Context: an optimization exercise on an open-source flow, tuned for small area. The choices shown serve that exercise and are no tape-out recipe. In this exercise RTL edits were held to simulation tests only and were not proved equivalent to the original.

==> 09-03: inputs <==
// cordic_rotator
module cordic_rotator (
    input  logic       clk,
    input  logic       rst_n,
    input  logic       in_valid,
    input  logic [8:0] in_x,
    input  logic [8:0] in_y,
    input  logic [8:0] in_angle,
    output logic       out_valid,
    output logic [31:0] out_x,
    output logic [31:0] out_y
);
==> flow/config.mk <==
export PLATFORM = sky130hd
export DESIGN_NAME = cordic_rotator
export DESIGN_NICKNAME = cordic_rotator
export VERILOG_FILES = /design/flow/design.v
export SDC_FILE = /design/flow/constraint.sdc
export NUM_CORES = 4
export LEC_CHECK = 0
export ABC_AREA = 1
export ABC_CLOCK_PERIOD_IN_PS = 11000
export CAP_MARGIN = 20
export CORE_MARGIN = 2
export CORE_UTILIZATION = 60
export CTS_CLUSTER_DIAMETER = 110
export CTS_CLUSTER_SIZE = 25
export SLEW_MARGIN = 20
export SYNTH_HIERARCHICAL = 1
export SYNTH_MINIMUM_KEEP_SIZE = 0
==> flow/constraint.sdc <==
create_clock -name core_clock -period 11.0 [get_ports {clk}]
set_input_delay 2.2000 -clock core_clock [delete_from_list [all_inputs] [get_ports {clk}]]
set_output_delay 2.2000 -clock core_clock [all_outputs]
set_load 0.01 [all_outputs]
standard.sh (not shown) runs the stock make flow with config.mk's settings and CLKGATE_MAP_FILE= SYNTH_SCRIPT=/design/flow/synth_recipe.tcl, a recipe that flattens the netlist after the stock synthesis.
==> flow/flow/run.sh <==
#!/bin/bash
# The standard layout, with the smallest buffer on every input and output port
# (the standard flow buffers every port too, with a larger cell).
set -euo pipefail
export BUFFER_PORTS_ARGS="-buffer_cell sky130_fd_sc_hd__buf_1"
bash standard.sh > standard.log 2>&1
==> 12-26 (differences from 09-03) <==
==> flow/run.sh (new file) <==
#!/bin/bash
# synth_recipe.tcl (not shown) runs the flow's synth.tcl, then flattens the netlist and writes it again
# the make line also repeats each setting of config.mk as NAME=value (left out here)
make -C /OpenROAD-flow-scripts/flow DESIGN_CONFIG=/design/flow/config.mk WORK_HOME=/design/flow/orfs CLKGATE_MAP_FILE= SYNTH_SCRIPT=/design/flow/synth_recipe.tcl finish
CORE_UTILIZATION = 40   (was 60)
removed: flow/flow/run.sh
removed: flow/standard.sh
==> summary.txt <==
| metric | 09-03 | 12-26 |
|---|---|---|
| Total global routing track utilization | 0.2727 | 0.1776 |
| Endpoint of the worst hold path | p3_n188$_DFF_P_ | p3_n183$_DFF_P_ |
| Max Clock Skew | 0.01520 ns | 0.02448 ns |
| Placed cells | 2605 | 2851 |
| Full die area | 39790 µm² | 59250 µm² |
| Worst Slack Setup Final | 0.3536 ns | 0.3769 ns |
| Cell area after layout | 23840 µm² | 24780 µm² |
| Arrival time worst endpoint | 11.03 ns | 11.02 ns |
| First-pass GRT wire length | 81.68 mm | 83.44 mm |
| Run status | no timing/DRC/antenna violations | no timing/DRC/antenna violations |
| Via/cell ratio | 5.347 | 4.898 |
| Proportion of cell area occupied by multi-input gates | 0.6901 | 0.6645 |
| Overall die width | 199.5 µm | 243.4 µm |
| Met3 Routed Length | 1.676 mm | 1.300 mm |
| Taps Inserted | 511 | 756 |

==> inputs of v28 <==
cordic_rotator again, from the RTL that the note above started with.
## cordic_rotator
module cordic_rotator (
    input  logic       clk,
    input  logic       rst_n,
    input  logic       in_valid,
    input  logic [8:0] in_x,
    input  logic [8:0] in_y,
    input  logic [8:0] in_angle,
    output logic       out_valid,
    output logic [31:0] out_x,
    output logic [31:0] out_y
);
    logic [4:1] vld;
    localparam logic [128*10-1:0] ROM0 = {
        10'h194,
        10'h10c,
        10'h9c,
        10'h2,
        10'hb2,
        10'h12a,
        10'h1ba,
        10'h226,
        10'h18e,
        10'h15e,
        10'h1cd,
        10'h15d,
        10'h80,
        10'h10,
        10'h68,
        10'hf8,
        10'h164,
        10'h1f4,
        10'h1dc,
        10'h142,
        10'hd2,
        10'h4a,
        10'h7a,
        10'he6,
        10'h176,
        10'h1ee,
        10'h1e1,
        10'h1c9,
        10'h159,
        10'hc5,
        10'h95,
        10'hd,
        10'hbd,
        10'h160,
        10'h1f0,
        10'h218,
        10'h184,
        10'h114,
        10'h8c,
        10'h1c,
        10'ha2,
        10'h132,
        10'h1aa,
  ...
Settings: LEC_CHECK=0, ABC_AREA=1, ABC_CLOCK_PERIOD_IN_PS=11000, CAP_MARGIN=20, CORE_MARGIN=2, CORE_UTILIZATION=40, CTS_CLUSTER_DIAMETER=80, CTS_CLUSTER_SIZE=20, SLEW_MARGIN=20, SYNTH_HIERARCHICAL=1, SYNTH_MINIMUM_KEEP_SIZE=0; clock period 11.0 ns.
run.sh (not shown) runs the stock make flow with config.mk's settings and CLKGATE_MAP_FILE= SYNTH_SCRIPT=/design/flow/synth_recipe.tcl, a recipe that flattens the netlist after the stock synthesis.
Stock flow here: none of the scripts above is used.
==> v34: changes against v28 <==
==> flow/flow/run.sh (new file) <==
#!/bin/bash
# The standard layout, with the smallest buffer on every input and output port
# (the standard flow buffers every port too, with a larger cell).
set -euo pipefail
export BUFFER_PORTS_ARGS="-buffer_cell sky130_fd_sc_hd__buf_1"
bash standard.sh > standard.log 2>&1
==> flow/standard.sh (new file) <==
#!/bin/bash
# synth_recipe.tcl (not shown) runs the flow's synth.tcl, then flattens the netlist and writes it again
# the make line also repeats each setting of config.mk as NAME=value (left out here)
make -C /OpenROAD-flow-scripts/flow DESIGN_CONFIG=/design/flow/config.mk WORK_HOME=/design/flow/orfs CLKGATE_MAP_FILE= SYNTH_SCRIPT=/design/flow/synth_recipe.tcl "${@:-finish}"
Settings changed: CORE_UTILIZATION 40 to 75, CTS_CLUSTER_DIAMETER 80 to 110, CTS_CLUSTER_SIZE 20 to 25.
removed: flow/run.sh
==> v5: changes against v28 <==
==> flow/flow/run.sh (new file) <==
#!/bin/bash
# The standard layout, with the smallest buffer on every input and output port
# (the standard flow buffers every port too, with a larger cell).
set -euo pipefail
export BUFFER_PORTS_ARGS="-buffer_cell sky130_fd_sc_hd__buf_1"
bash standard.sh > standard.log 2>&1
==> flow/standard.sh (new file) <==
#!/bin/bash
# synth_recipe.tcl (not shown) runs the flow's synth.tcl, then flattens the netlist and writes it again
# the make line also repeats each setting of config.mk as NAME=value (left out here)
make -C /OpenROAD-flow-scripts/flow DESIGN_CONFIG=/design/flow/config.mk WORK_HOME=/design/flow/orfs CLKGATE_MAP_FILE= SYNTH_SCRIPT=/design/flow/synth_recipe.tcl "${@:-finish}"
Settings changed: CTS_CLUSTER_DIAMETER 80 to 110, CTS_CLUSTER_SIZE 20 to 25.
removed: flow/run.sh
==> qor summary <==
Setup slack at placement: v5 0.0983 ns; v34 0.120 ns; v28 0.119 ns
Share of final-layout standard cells stronger than drive strength 1: v5 0.0430; v34 0.0436; v28 0.0534
Non-clock buffer count in the final layout: v5 123; v34 123; v28 125
Average wire per cell in the routed design: v5 18.0 um; v34 21.2 um; v28 17.7 um
Sequential cell area share: v5 0.206; v34 0.211; v28 0.199
Peak clock frequency supported by timing: v5 93.6 MHz; v34 93.5 MHz; v28 94.0 MHz
CP Capture Point: v5 p3_n1609; v34 p4_n2013; v28 p3_n1609
Initial Util: v5 0.406; v34 0.755; v28 0.406
Number of design-rule violations left by the first detailed-router iteration: v5 801; v34 1408; v28 944
GRT met2 Usage: v5 0.338; v34 0.633; v28 0.334
Result of the run: v5 no timing/DRC/antenna violations; v34 no timing/DRC/antenna violations; v28 no timing/DRC/antenna violations
CP Data Required Time: v5 11.42 ns; v34 11.38 ns; v28 11.41 ns
Total global-route track usage: v5 0.180; v34 0.353; v28 0.178
End point of the most critical hold path: v5 p3_n184; v34 p3_n187; v28 p3_n185
Area inside the core boundary: v5 56500 um2; v34 30300 um2; v28 56500 um2
Clock edge transition at the registers on the reported setup and hold paths: v5 0.10 ns; v34 0.11 ns; v28 0.08 ns
Wire length of the first global-routing pass: v5 84200 um; v34 84900 um; v28 83700 um
Final layout net count: v5 2706; v34 2704; v28 2716
Total wire length: v5 51700 um; v34 53100 um; v28 51100 um

-- separate check: timing with driven ports --
Ports are ideal in the flow. The routed layouts listed here were re-timed in OpenROAD. Step 1: set_driving_cell puts a clkbuf_16 on clk and a buf_2 on each other input, an assumption about the parent block. Step 2 also shifts input and output timing later by t, the mid clock arrival at the registers, as if the neighbouring blocks saw the same clock. Three values: ideal ports, drivers, drivers and shift; two values: the first two.
run | shift t [ns] | slack for setup (ns) | hold WS [ns] | latest minus earliest clock arrival (ns)
09-03 | 0.552 | 0.354 / 0.354 / 0.354 | 0.333 / 0.333 / 0.333 | 0.016 / 0.015
12-26 | 0.551 | 0.377 / 0.377 / 0.377 | 0.327 / 0.327 / 0.327 | 0.027 / 0.026
v28 | 0.581 | 0.357 / 0.357 / 0.357 | 0.325 / 0.325 / 0.325 | 0.033 / 0.033
v34 | 0.548 | 0.304 / 0.304 / 0.304 | 0.335 / 0.335 / 0.335 | 0.018 / 0.018
v5 | 0.572 | 0.322 / 0.322 / 0.322 | 0.324 / 0.324 / 0.324 | 0.028 / 0.028
After both steps every run listed still meets setup and hold.
